Source: an optimization exercise on an open RTL-to-GDS flow (aim: small area and a short achievable clock period). Production flows keep margins and buffers that such runs may drop.
Function was checked by simulation only, so behaviour that the tests miss may differ from the original.
Power is estimated from default activity; no workload was simulated.

## fft_mag_sq_frame
module fft_mag_sq_frame
#(
  parameter  int FFT_LEN = 64,
  localparam int IDX_W   = $clog2(FFT_LEN)
) (
  input  logic             aclk,
  input  logic             areset,
  input  logic [31:0]      slave_tdata,
  input  logic             slave_tvalid,
  output logic             slave_tready,
  output logic [31:0]      master_tdata,
  output logic             master_tvalid,
  input  logic             master_tready,
  output logic             master_tlast,
  output logic [IDX_W-1:0] peak_bin,
  output logic [31:0]      peak_mag,
  output logic             peak_valid
);
For scale: about 220 flip-flops, roughly 110 I/O pins, about 15000 um^2 of cells after synthesis.
clock: 7.0 ns
lec_check: 0
abc_clock_period_in_ps: 3000
cap_margin: 20
core_margin: 2
core_utilization: 40
cts_buf_list: sky130_fd_sc_hd__clkbuf_8
cts_cluster_diameter: 50
cts_cluster_size: 16
setup_slack_margin: 3.65
slew_margin: 20
synth_hierarchical: 1
synth_minimum_keep_size: 0
tns_end_percent: 5
standard.sh (not shown) runs the stock make flow with config.mk's settings and CLKGATE_MAP_FILE= SYNTH_SCRIPT=/design/flow/synth_recipe.tcl, a recipe that flattens the netlist after the stock synthesis.
==> flow/flow/run.sh <==
#!/bin/bash
set -euo pipefail
bash standard.sh \
  "BUFFER_PORTS_ARGS=-buffer_cell sky130_fd_sc_hd__buf_1" \
  "CTS_ARGS=-sink_clustering_enable -repair_clock_nets -sink_clustering_size 16 -sink_clustering_max_diameter 50 -buf_list sky130_fd_sc_hd__clkbuf_8 -dont_use_dummy_load" \
  finish > standard.log 2>&1
Then changed:
- SETUP_SLACK_MARGIN: 3.65 -> 3.85
What happened: Design area rises slightly. Sequential share of layout area falls by 0.42 points. Fmax rises slightly.
Then changed:
- ABC_AREA: unset -> 1
- SETUP_SLACK_MARGIN: 3.85 -> 3.75
What happened: Synthesized area is higher by 1.1%; clock skew is higher by 0.029 ns; clock-buffer cell count stays the same; die area is higher by 1.1%; final cell count is higher by 12%; setup slack is better by 0.033 ns; routed wire length barely changes; global-route usage is lower by 0.29 points; power is lower by 19%.
Then changed:
- ABC_AREA: 1 -> unset
- CAP_MARGIN: 20 -> 5
- CORE_UTILIZATION: 40 -> 55
- GPL_TIMING_DRIVEN: unset -> 0
- SLEW_MARGIN: 20 -> 5
The new run finished clean.
Die area falls by a quarter to a third.
Total power increases by about a fifth.
Via count shrinks by a little under a tenth.
Register-to-register slack gets worse by 0.14 ns.
Worst hold slack improved by 0.0094 ns.
Then changed:
- GPL_TIMING_DRIVEN: 0 -> unset
Utilization went down by 2.3 points.
Via count is lower slightly.
Sequential power goes up by a few percent.
Clock skew increases by 0.035 ns.
Non-clock buffer count decreases by 49.
Cell area falls by a few percent.
Global-route usage decreases by 1.2 points.
Final cell count is lower by a few percent.
Worst setup slack improves by 0.17 ns.

---

fft_mag_sq_frame again, from the RTL that the note above started with.
Settings: LEC_CHECK=0, ABC_CLOCK_PERIOD_IN_PS=3000, CAP_MARGIN=20, CORE_MARGIN=2, CORE_UTILIZATION=40, CTS_BUF_LIST=sky130_fd_sc_hd__clkbuf_4, CTS_CLUSTER_DIAMETER=40, CTS_CLUSTER_SIZE=12, SETUP_SLACK_MARGIN=3.75, SLEW_MARGIN=20, SYNTH_HIERARCHICAL=1, SYNTH_MINIMUM_KEEP_SIZE=0, TNS_END_PERCENT=5; clock period 7.0 ns.
==> flow/flow/run.sh <==
#!/bin/bash
set -euo pipefail
bash standard.sh \
  "BUFFER_PORTS_ARGS=-buffer_cell sky130_fd_sc_hd__buf_1" \
  "CTS_ARGS=-sink_clustering_enable -repair_clock_nets -sink_clustering_size 12 -sink_clustering_max_diameter 40 -buf_list sky130_fd_sc_hd__clkbuf_4 -dont_use_dummy_load" \
  finish > standard.log 2>&1
Rerun with:
==> flow/flow/run.sh (replaced) <==
#!/bin/bash
set -euo pipefail
bash standard.sh \
  "BUFFER_PORTS_ARGS=-buffer_cell sky130_fd_sc_hd__buf_1" \
  "CTS_ARGS=-sink_clustering_enable -repair_clock_nets -sink_clustering_size 16 -sink_clustering_max_diameter 50 -buf_list sky130_fd_sc_hd__clkbuf_8 -dont_use_dummy_load" \
  finish > standard.log 2>&1
- ABC_CLOCK_PERIOD_IN_PS: 3000 -> 3300
- CTS_BUF_LIST: sky130_fd_sc_hd__clkbuf_4 -> sky130_fd_sc_hd__clkbuf_8
- CTS_CLUSTER_DIAMETER: 40 -> 50
- CTS_CLUSTER_SIZE: 12 -> 16
- SETUP_SLACK_MARGIN: 3.75 -> 3.85
What happened: The changed run ran to the end with no violations; non-clock buffer count goes up by 40; wire length goes up by 2.5%; first-iteration DRC count goes down by 0.82%; clock skew goes down by 0.022 ns; setup slack improved by 0.065 ns.
Rerun with:
- ABC_CLOCK_PERIOD_IN_PS: 3300 -> 3000
- SETUP_SLACK_MARGIN: 3.85 -> 3.75
Clock power barely changes.
Clock skew is about the same.
Routed wire length falls by 4.6%.
Total power falls by about 0.8%.
Setup slack loses 0.016 ns.
Global-route usage falls by 0.82 points.
Count of clock-buffer cells in the layout does not change.
Via count falls by about 2.4%.
Core utilization falls by 0.95 points.
Final area falls by 2.1%.
Critical path depth falls by 1.

---

Another version of the RTL of fft_mag_sq_frame (not shown whole).
Size in the first run: about 1,200 cells after synthesis, roughly 220 flip-flops, ~110 I/O pins, ~15,000 um2 of cells after synthesis.
export LEC_CHECK = 0
export ABC_CLOCK_PERIOD_IN_PS = 3000
export CAP_MARGIN = 20
export CORE_MARGIN = 2
export CORE_UTILIZATION = 40
export CTS_BUF_LIST = sky130_fd_sc_hd__clkbuf_8
export CTS_CLUSTER_DIAMETER = 50
export CTS_CLUSTER_SIZE = 16
export SETUP_SLACK_MARGIN = 3.85
export SLEW_MARGIN = 20
export SYNTH_HIERARCHICAL = 1
export SYNTH_MINIMUM_KEEP_SIZE = 0
export TNS_END_PERCENT = 5
create_clock -name core_clock -period 7.0 [get_ports {aclk}]
==> flow/flow/run.sh <==
#!/bin/bash
set -euo pipefail
bash standard.sh \
  "BUFFER_PORTS_ARGS=-buffer_cell sky130_fd_sc_hd__buf_1" \
  "CTS_ARGS=-sink_clustering_enable -repair_clock_nets -sink_clustering_size 16 -sink_clustering_max_diameter 50 -buf_list sky130_fd_sc_hd__clkbuf_8 -dont_use_dummy_load" \
  finish > standard.log 2>&1
The starting point produced a clean layout.
Then changed:
==> flow/flow/run.sh (replaced) <==
#!/bin/bash
set -euo pipefail
bash standard.sh "BUFFER_PORTS_ARGS=-buffer_cell sky130_fd_sc_hd__buf_1" finish > standard.log 2>&1
Settings changed: ABC_CLOCK_PERIOD_IN_PS 3000 to 3100, SETUP_SLACK_MARGIN 3.85 to 3.7, TNS_END_PERCENT 5 to not set.
Outcome: Die area does not change. Power climbs by 4.2%. Clock skew came out lower by 68 ps. Wire length grows by 0.58%. Fmax drops by 1.8%. Cell count goes up by 1.4%. Clock power rose by 31%.
Then changed:
==> flow/flow/run.sh (replaced) <==
#!/bin/bash
set -euo pipefail
bash standard.sh \
  "BUFFER_PORTS_ARGS=-buffer_cell sky130_fd_sc_hd__buf_1" \
  "CTS_ARGS=-sink_clustering_enable -repair_clock_nets -sink_clustering_size 16 -sink_clustering_max_diameter 50 -buf_list sky130_fd_sc_hd__clkbuf_8 -dont_use_dummy_load" \
  finish > standard.log 2>&1
Settings changed: TNS_END_PERCENT set to 5.
Cell area decreases by about 3%; total power shrinks by about 4%; setup slack is worse by 36 ps; clock skew climbs by 69 ps; core utilization went down by 1.4 points; maximum frequency falls by about 1%; combinational power is lower by about 2%; die area stays the same; routed wire length shrinks by about 2%.

---

Another version of the RTL of fft_mag_sq_frame (not shown whole).
For scale: ~110 I/O pins, ~15,000 um^2 of cells after synthesis.
==> flow/config.mk <==
export PLATFORM = sky130hd
export DESIGN_NAME = fft_mag_sq_frame
export DESIGN_NICKNAME = fft_mag_sq_frame
export VERILOG_FILES = /design/flow/design.v
export SDC_FILE = /design/flow/constraint.sdc
export NUM_CORES = 4
export LEC_CHECK = 0
export ABC_CLOCK_PERIOD_IN_PS = 3500
export CAP_MARGIN = 20
export CORE_MARGIN = 2
export CORE_UTILIZATION = 40
export CTS_BUF_LIST = sky130_fd_sc_hd__clkbuf_8
export CTS_CLUSTER_DIAMETER = 60
export CTS_CLUSTER_SIZE = 20
export SETUP_SLACK_MARGIN = 3.2
export SLEW_MARGIN = 20
export SYNTH_HIERARCHICAL = 1
export SYNTH_MINIMUM_KEEP_SIZE = 0
==> flow/constraint.sdc <==
create_clock -name core_clock -period 7.0 [get_ports {aclk}]
set_input_delay 1.4000 -clock core_clock [delete_from_list [all_inputs] [get_ports {aclk}]]
set_output_delay 1.4000 -clock core_clock [all_outputs]
set_load 0.01 [all_outputs]
==> flow/flow/run.sh <==
#!/bin/bash
set -euo pipefail
bash standard.sh "BUFFER_PORTS_ARGS=-buffer_cell sky130_fd_sc_hd__buf_1" finish > standard.log 2>&1
==> next run, changes <==
CTS_CLUSTER_DIAMETER = 50   (was 60)
CTS_CLUSTER_SIZE = 16   (was 20)
- utilization goes up by 0.24 points
- area after synthesis is unchanged
- clock-buffer cell count went up by 2
- final cell count came out higher by 0.78%
- flip-flop and latch count is unchanged
- routed wire length is lower by 0.30%
- die area is unchanged
- global-route usage drops by 0.13 points
- total power is about the same
- cell area went up by 0.54%
- clock power decreases by about 1%

---

Starting RTL as in the previous note.
==> flow/config.mk <==
export PLATFORM = sky130hd
export DESIGN_NAME = fft_mag_sq_frame
export DESIGN_NICKNAME = fft_mag_sq_frame
export VERILOG_FILES = /design/flow/design.v
export SDC_FILE = /design/flow/constraint.sdc
export NUM_CORES = 4
export LEC_CHECK = 0
export ABC_CLOCK_PERIOD_IN_PS = 3500
export CAP_MARGIN = 20
export CORE_MARGIN = 2
export CORE_UTILIZATION = 40
export SETUP_SLACK_MARGIN = 3.2
export SLEW_MARGIN = 20
export SYNTH_HIERARCHICAL = 1
export SYNTH_MINIMUM_KEEP_SIZE = 0
==> flow/constraint.sdc <==
create_clock -name core_clock -period 7.0 [get_ports {aclk}]
set_input_delay 1.4000 -clock core_clock [delete_from_list [all_inputs] [get_ports {aclk}]]
set_output_delay 1.4000 -clock core_clock [all_outputs]
set_load 0.01 [all_outputs]
Scripts as last shown in full above: flow/flow/run.sh
==> next run, changes <==
--- a/flow/config.mk
+++ b/flow/config.mk
@@ -10,5 +10,8 @@
 export CORE_MARGIN = 2
 export CORE_UTILIZATION = 40
-export SETUP_SLACK_MARGIN = 3.2
+export CTS_BUF_LIST = sky130_fd_sc_hd__clkbuf_8
+export CTS_CLUSTER_DIAMETER = 60
+export CTS_CLUSTER_SIZE = 20
+export SETUP_SLACK_MARGIN = 2.9
 export SLEW_MARGIN = 20
 export SYNTH_HIERARCHICAL = 1
=>
- design area came out lower by 3.0%
- synthesized area stays the same
- sequential power goes up by about 2%
- cell count goes down by 2.0%
- clock skew rises by 0.027 ns
- count of clock-buffer cells in the layout shrinks by 8
- sequential share of layout area goes up by 1.1 points
- die area is unchanged
- worst hold slack gains 0.011 ns

-- port drivers added, routing unchanged --
The results above use ideal ports. As a check the final layouts listed here were re-extracted and re-timed, cells and wires unchanged. Step 1: set_driving_cell puts a clkbuf_16 on aclk and a buf_2 on each other input, an assumption about the parent block. Step 2 adds t to the input delays and takes it off the output delays; t is the mean of the earliest and latest rising clock arrival at the registers after step 1. Input paths then give back, and output paths get back, about the clock's delay inside the block. Three values: ideal ports, drivers, drivers and shift; two values: the first two.
run | t, ns | slack for setup (ns) | worst setup path after step 2
the first run of note 1 | 0.593 | 3.689 / 3.625 / 3.363 | input to register
the second run of note 1 | 0.595 | 3.724 / 3.709 / 3.412 | input to register
the third run of note 1 | 0.604 | 3.757 / 3.637 / 3.637 | input to output
the fourth run of note 1 | 0.585 | 3.556 / 3.532 / 3.373 | input to register
the fifth run of note 1 | 0.611 | 3.727 / 3.702 / 3.582 | input to register
the first run of note 2 | 0.669 | 3.659 / 3.660 / 3.402 | input to register
the second run of note 2 | 0.595 | 3.724 / 3.709 / 3.412 | input to register
the third run of note 2 | 0.596 | 3.708 / 3.704 / 3.414 | input to register
the first run of note 3 | 0.598 | 3.701 / 3.701 / 3.637 | input to register
the second run of note 3 | 0.648 | 3.639 / 3.639 / 3.639 | register to register
the third run of note 3 | 0.599 | 3.603 / 3.603 / 3.603 | register to register
the first run of note 4 | 0.598 | 3.293 / 3.293 / 3.293 | register to register
the second run of note 4 | 0.619 | 3.277 / 3.277 / 3.277 | register to register
the first run of note 5 | 0.567 | 3.286 / 3.286 / 3.286 | register to register
the second run of note 5 | 0.597 | 3.026 / 3.026 / 3.026 | register to register
After both steps setup and hold are still met in every run listed. For the first run of note 1, which loses most, drivers alone change the setup slack by -0.064 ns; drivers and shift together by -0.326 ns.
